From an optimization exercise on the open Yosys and OpenROAD flow, aimed at small area, a short achievable clock period and few clock cycles per item; shortcuts taken in it are not production practice.
The RTL was checked by simulation tests, not by an equivalence proof against the original design.

Setup of epsilon:
==> flow/design.v <==
`default_nettype none
module mod_vector_seq #(
  parameter int N  = 8,
  parameter int W  = 16,
  parameter int WW = 32,
  parameter int K  = 4
) (
  input  logic            clk,
  input  logic            rst,
  input  logic            in_valid,
  output logic            in_ready,
  input  logic [N*WW-1:0] in_vec,
  input  logic [W-1:0]    q_in,
  input  logic            signed_mode,
  output logic            out_valid,
  input  logic            out_ready,
  output logic [N*W-1:0]  out_vec,
  output logic            err
);
  localparam int G  = WW / K;            
  localparam int GL = (WW - W) / K;      
  localparam int GW = $clog2(G);
  logic [GW-1:0]  ld_cnt;                
  logic           act;                   
  logic           bb_v;                  
  logic           bb_last;               
  logic [K-1:0]   bb    [N];             
  logic [W-1:0]   q_r;                   
  logic [W-1:0]   nq1_r;                 
  logic           qz_r;                  
  logic           sm_r;                  
  logic           prim;                  
  logic [W-1:0]   r     [N];             
  logic [W-1:0]   rs    [N];             
  logic idle, stall, start, qlong, qzero;
  logic [GW-1:0] g0, ld_sel;
  assign stall  = out_valid & ~out_ready;
  assign idle   = ~act & ~bb_v;
  assign start  = idle & prim & ~stall;    
  assign qlong  = q_r[W-1];
  assign qzero  = (q_in == '0);
  assign g0     = qlong ? GW'(GL) : '0;
  assign ld_sel = idle ? g0 : ld_cnt;
  assign in_ready = act & (ld_cnt == GW'(G - 1));
  function automatic logic [W-1:0] step(input logic [W-1:0] rr,
                                        input logic         b,
                                        input logic [W-1:0] q);
    logic [W:0]   t;
    logic [W+1:0] s;
    t = {rr, b};
    s = {1'b0, t} + {2'b01, ~q} + 1'b1;
    step = s[W+1] ? s[W-1:0] : t[W-1:0];
  endfunction
  function automatic logic [W-1:0] step_n(input logic [W-1:0] rr,
                                          input logic         b,
                                          input logic [W-1:0] nq);
    logic [W:0]   t;
    logic [W+1:0] s;
    t = {rr, b};
    s = {1'b0, t} + {2'b01, nq} + 1'b1;
    step_n = s[W+1] ? s[W-1:0] : t[W-1:0];
  endfunction
  always_comb begin
    for (int i = 0; i < N; i++) begin
      logic [WW-1:0] x;
      logic          sneg, add;
      logic [W-1:0]  h, a;
      logic [W:0]    t;
      logic [W+1:0]  s;
      x    = in_vec[i*WW +: WW];
      sneg = sm_r & x[WW-1] & ~qz_r;       
      h    = qlong ? x[WW-1 -: W] : {W{sneg}};
      add  = idle & sneg;
      a    = r[i];
      a = step_n(a, bb[i][K-1] & ~qz_r, nq1_r);
      for (int j = K - 2; j >= 1; j--)
        a = step(a, bb[i][j] & ~qz_r, q_r);
      t    = idle ? {1'b0, h} : {a, bb[i][0] & ~qz_r};
      s    = {1'b0, t} + (add ? {2'b00, q_r} : {2'b01, ~q_r}) + {{(W+1){1'b0}}, ~add};
      rs[i] = (s[W+1] | add) ? s[W-1:0] : t[W-1:0];
    end
  end
  always_ff @(posedge clk) begin
    for (int i = 0; i < N; i++) begin
      bb[i] <= in_vec[i*WW + WW - 1 - int'(ld_sel) * K -: K];
      if (!stall)
        r[i] <= rs[i];
    end
    q_r  <= q_in;
    nq1_r <= ~q_in;
    qz_r <= qzero;
    sm_r <= signed_mode;
  end
  always_ff @(posedge clk or posedge rst) begin
    if (rst) begin
      act       <= 1'b0;
      bb_v      <= 1'b0;
      bb_last   <= 1'b0;
      prim      <= 1'b0;
      ld_cnt    <= '0;
      out_valid <= 1'b0;
      err       <= 1'b0;
    end else begin
      prim    <= in_valid;
      bb_v    <= start | act;
      bb_last <= act & (ld_cnt == GW'(G - 1));
      if (start) begin
        act    <= 1'b1;
        ld_cnt <= g0 + 1'b1;
      end else if (act) begin
        ld_cnt <= ld_cnt + 1'b1;
        if (ld_cnt == GW'(G - 1))
          act <= 1'b0;
      end
      if (out_valid && out_ready)
        out_valid <= 1'b0;
      if (bb_v && bb_last) begin
        out_valid <= 1'b1;
        err       <= qz_r;
      end
    end
  end
  always_comb
    for (int i = 0; i < N; i++)
      out_vec[i*W +: W] = r[i];
endmodule
`default_nettype wire
export LEC_CHECK = 0
export ABC_AREA = 1
export CAP_MARGIN = 30
export CORE_MARGIN = 2
export CORE_UTILIZATION = 40
export SLEW_MARGIN = 30
create_clock -name core_clock -period 22.0 [get_ports {clk}]
standard.sh (not shown) runs the stock make flow with config.mk's settings and CLKGATE_MAP_FILE= SYNTH_SCRIPT=/design/flow/synth_recipe.tcl, a recipe that flattens the netlist after the stock synthesis.
==> flow/flow/run.sh <==
#!/bin/bash
# Standard synthesis and layout, with these changes to how the layout is made:
# - port buffers use the plain buf_1 cell (every input and output port is
#   still buffered);
set -euo pipefail
export BUFFER_PORTS_ARGS="-buffer_cell sky130_fd_sc_hd__buf_1"
bash standard.sh SETUP_SLACK_MARGIN=13.5 MATCH_CELL_FOOTPRINT=0 \
  "BUFFER_PORTS_ARGS=-buffer_cell sky130_fd_sc_hd__buf_1" finish > standard_flow.log 2>&1
epsilon: no failed stages, no open violations at the end
Testbench counts of epsilon, summed over its fixed seeds: cycles 10,256, items 2,048.
The following lists how alpha was set up differently from epsilon:
==> flow/design.v, changed modules only <==
module mod_vector_seq #(
  parameter int N  = 8,
  parameter int W  = 16,
  parameter int WW = 32,
  parameter int K  = 4
) (
  input  logic            clk,
  input  logic            rst,
  input  logic            in_valid,
  output logic            in_ready,
  input  logic [N*WW-1:0] in_vec,
  input  logic [W-1:0]    q_in,
  input  logic            signed_mode,
  output logic            out_valid,
  input  logic            out_ready,
  output logic [N*W-1:0]  out_vec,
  output logic            err
);
  localparam int G  = WW / K;            
  localparam int GL = (WW - W) / K;      
  localparam int GW = $clog2(G);
  logic [GW-1:0]  ld_cnt;                
  logic           act;                   
  logic           bb_v;                  
  logic           bb_last;               
  logic [K-1:0]   bb    [N];             
  logic [W-1:0]   q_r;                   
  logic           qz_r;                  
  logic [W-1:0]   r     [N];             
  logic [W-1:0]   r0    [N];             
  logic [W-1:0]   rs    [N];             
  logic idle, stall, start, qlong, qzero;
  logic [GW-1:0] g0, ld_sel;
  assign stall  = out_valid & ~out_ready;
  assign idle   = ~act & ~bb_v;
  assign start  = idle & in_valid & ~stall;
  assign qlong  = q_in[W-1];
  assign qzero  = (q_in == '0);
  assign g0     = qlong ? GW'(GL) : '0;
  assign ld_sel = idle ? g0 : ld_cnt;
  assign in_ready = act & (ld_cnt == GW'(G - 1));
  function automatic logic [W-1:0] step(input logic [W-1:0] rr,
                                        input logic         b,
                                        input logic [W-1:0] q);
    logic [W:0]   t;
    logic [W+1:0] s;
    t = {rr, b};
    s = {1'b0, t} + {2'b01, ~q} + 1'b1;
    step = s[W+1] ? s[W-1:0] : t[W-1:0];
  endfunction
  logic [W-1:0] qa;
  assign qa = idle ? q_in : q_r;
  always_comb begin
    for (int i = 0; i < N; i++) begin
      logic [WW-1:0] x;
      logic          sneg, add;
      logic [W-1:0]  h, a;
      logic [W:0]    t;
      logic [W+1:0]  s;
      x    = in_vec[i*WW +: WW];
      sneg = signed_mode & x[WW-1];
      h    = qlong ? x[WW-1 -: W] : {W{sneg}};
      add  = idle & sneg;
      a    = r[i];
      for (int j = K - 1; j >= 1; j--)
        a = step(a, bb[i][j] & ~qz_r, q_r);
      t    = idle ? {1'b0, h} : {a, bb[i][0] & ~qz_r};
      s    = {1'b0, t} + (add ? {2'b00, qa} : {2'b01, ~qa}) + {{(W+1){1'b0}}, ~add};
      rs[i] = (s[W+1] | add) ? s[W-1:0] : t[W-1:0];
      r0[i] = rs[i] & {W{~qzero}};
    end
  end
  always_ff @(posedge clk) begin
    for (int i = 0; i < N; i++) begin
      bb[i] <= in_vec[i*WW + WW - 1 - int'(ld_sel) * K -: K];
      if (!stall)
        r[i] <= idle ? r0[i] : rs[i];
    end
    if (idle) begin
      q_r  <= q_in;
      qz_r <= qzero;
    end
  end
  always_ff @(posedge clk or posedge rst) begin
    if (rst) begin
      act       <= 1'b0;
      bb_v      <= 1'b0;
      bb_last   <= 1'b0;
      ld_cnt    <= '0;
      out_valid <= 1'b0;
      err       <= 1'b0;
    end else begin
      bb_v    <= start | act;
      bb_last <= act & (ld_cnt == GW'(G - 1));
      if (start) begin
        act    <= 1'b1;
        ld_cnt <= g0 + 1'b1;
      end else if (act) begin
        ld_cnt <= ld_cnt + 1'b1;
        if (ld_cnt == GW'(G - 1))
          act <= 1'b0;
      end
      if (out_valid && out_ready)
        out_valid <= 1'b0;
      if (bb_v && bb_last) begin
        out_valid <= 1'b1;
        err       <= qz_r;
      end
    end
  end
  always_comb
    for (int i = 0; i < N; i++)
      out_vec[i*W +: W] = r[i];
endmodule
[summary]
In the flow results for alpha and epsilon, the share of the final layout cell area in sequential cells is smaller on alpha.
On alpha: average detailed-routed wire length per instance is 0.12 µm lower than what epsilon gave.
Comparing alpha and epsilon, the higher area growth from synthesis to layout was measured on alpha.
From epsilon to alpha the numbers moved as follows: final cell count lower; wire length lower.
Looking only at global routing met2 resource utilization, and setting everything else aside, the higher value of alpha and epsilon goes to epsilon.
[compare] base=epsilon new=alpha: hold slack +28 ps; die area fell by 3.4%; design area increased 820 µm².
Clock-buffer cell count (alpha over epsilon): decrease, 26
Row first-iteration DRC count: alpha lower / epsilon higher
Testbench counts of alpha, summed over its fixed seeds: cycles 10,248, items 2,048.


Starts from the design.v that is shown in full above.
export LEC_CHECK = 0
export ABC_AREA = 1
export CAP_MARGIN = 30
export CORE_MARGIN = 2
export CORE_UTILIZATION = 40
export SLEW_MARGIN = 30
export TNS_END_PERCENT = 5
create_clock -name core_clock -period 22.0 [get_ports {clk}]
Scripts as last shown in full above: flow/flow/run.sh
Testbench counts at the start, summed over its fixed seeds: cycles 10,256, items 2,048.
Change:
--- a/flow/design.v
+++ b/flow/design.v
@@ -25,20 +25,18 @@
   logic           bb_v;                  
   logic           bb_last;               
   logic [K-1:0]   bb    [N];             
   logic [W-1:0]   q_r;                   
-  logic [W-1:0]   nq1_r;                 
   logic           qz_r;                  
-  logic           sm_r;                  
-  logic           prim;                  
   logic [W-1:0]   r     [N];             
+  logic [W-1:0]   r0    [N];             
   logic [W-1:0]   rs    [N];             
   logic idle, stall, start, qlong, qzero;
   logic [GW-1:0] g0, ld_sel;
   assign stall  = out_valid & ~out_ready;
   assign idle   = ~act & ~bb_v;
-  assign start  = idle & prim & ~stall;    
-  assign qlong  = q_r[W-1];
+  assign start  = idle & in_valid & ~stall;
+  assign qlong  = q_in[W-1];
   assign qzero  = (q_in == '0);
   assign g0     = qlong ? GW'(GL) : '0;
   assign ld_sel = idle ? g0 : ld_cnt;
   assign in_ready = act & (ld_cnt == GW'(G - 1));
@@ -50,59 +48,50 @@
     t = {rr, b};
     s = {1'b0, t} + {2'b01, ~q} + 1'b1;
     step = s[W+1] ? s[W-1:0] : t[W-1:0];
   endfunction
-  function automatic logic [W-1:0] step_n(input logic [W-1:0] rr,
-                                          input logic         b,
-                                          input logic [W-1:0] nq);
-    logic [W:0]   t;
-    logic [W+1:0] s;
-    t = {rr, b};
-    s = {1'b0, t} + {2'b01, nq} + 1'b1;
-    step_n = s[W+1] ? s[W-1:0] : t[W-1:0];
-  endfunction
+  logic [W-1:0] qa;
+  assign qa = idle ? q_in : q_r;
   always_comb begin
     for (int i = 0; i < N; i++) begin
       logic [WW-1:0] x;
       logic          sneg, add;
       logic [W-1:0]  h, a;
       logic [W:0]    t;
       logic [W+1:0]  s;
       x    = in_vec[i*WW +: WW];
-      sneg = sm_r & x[WW-1] & ~qz_r;       
+      sneg = signed_mode & x[WW-1];
       h    = qlong ? x[WW-1 -: W] : {W{sneg}};
       add  = idle & sneg;
       a    = r[i];
-      a = step_n(a, bb[i][K-1] & ~qz_r, nq1_r);
-      for (int j = K - 2; j >= 1; j--)
+      for (int j = K - 1; j >= 1; j--)
         a = step(a, bb[i][j] & ~qz_r, q_r);
       t    = idle ? {1'b0, h} : {a, bb[i][0] & ~qz_r};
-      s    = {1'b0, t} + (add ? {2'b00, q_r} : {2'b01, ~q_r}) + {{(W+1){1'b0}}, ~add};
+      s    = {1'b0, t} + (add ? {2'b00, qa} : {2'b01, ~qa}) + {{(W+1){1'b0}}, ~add};
       rs[i] = (s[W+1] | add) ? s[W-1:0] : t[W-1:0];
+      r0[i] = rs[i] & {W{~qzero}};
     end
   end
   always_ff @(posedge clk) begin
     for (int i = 0; i < N; i++) begin
       bb[i] <= in_vec[i*WW + WW - 1 - int'(ld_sel) * K -: K];
       if (!stall)
-        r[i] <= rs[i];
+        r[i] <= idle ? r0[i] : rs[i];
     end
-    q_r  <= q_in;
-    nq1_r <= ~q_in;
-    qz_r <= qzero;
-    sm_r <= signed_mode;
+    if (idle) begin
+      q_r  <= q_in;
+      qz_r <= qzero;
+    end
   end
   always_ff @(posedge clk or posedge rst) begin
     if (rst) begin
       act       <= 1'b0;
       bb_v      <= 1'b0;
       bb_last   <= 1'b0;
-      prim      <= 1'b0;
       ld_cnt    <= '0;
       out_valid <= 1'b0;
       err       <= 1'b0;
     end else begin
-      prim    <= in_valid;
       bb_v    <= start | act;
       bb_last <= act & (ld_cnt == GW'(G - 1));
       if (start) begin
         act    <= 1'b1;
Outcome:
- worst hold slack gains 0.045 ns
- area after synthesis falls by 3.4%
- worst setup slack loses 0.049 ns
- design area rises by 2.5%
- core utilization rises by 3.1 points
Testbench counts after the change, summed over its fixed seeds: cycles 10,248, items 2,048.

afterwards: timing with drivers on the ports:
The flow's constraints put no driver on any port. The routed layouts listed below were extracted and timed again, unchanged, in two steps. Step 1 sets driving cells, clkbuf_16 on the clock port and buf_2 on the other inputs (assumed; they add their load-dependent delay and slew). Step 2 moves the port delays by t, midway between the first and last clock arrival at a register: inputs arrive t later, outputs are due t later. That takes back most of the time a late clock gives input paths. a / b / c = ideal / step 1 / step 2; a / b = the first two.
run	shift t [ns]	slack for setup (ns)	worst hold slack (ns)	latest minus earliest clock arrival (ns)	worst data-port slew with drivers (ns)
epsilon	0.721	13.751 / 13.751 / 13.507	0.505 / 0.505 / 0.505	0.059 / 0.060	0.17
alpha	0.607	13.715 / 13.715 / 13.211	0.533 / 0.533 / 0.533	0.021 / 0.021	0.16
the first run of note 2	0.715	13.718 / 13.718 / 13.548	0.507 / 0.507 / 0.507	0.058 / 0.058	0.16
the second run of note 2	0.621	13.669 / 13.669 / 13.167	0.552 / 0.552 / 0.552	0.036 / 0.036	0.32
After both steps every run listed still meets setup and hold. For alpha, which loses most, drivers alone change the setup slack by 0.000 ns; drivers and shift together by -0.504 ns.
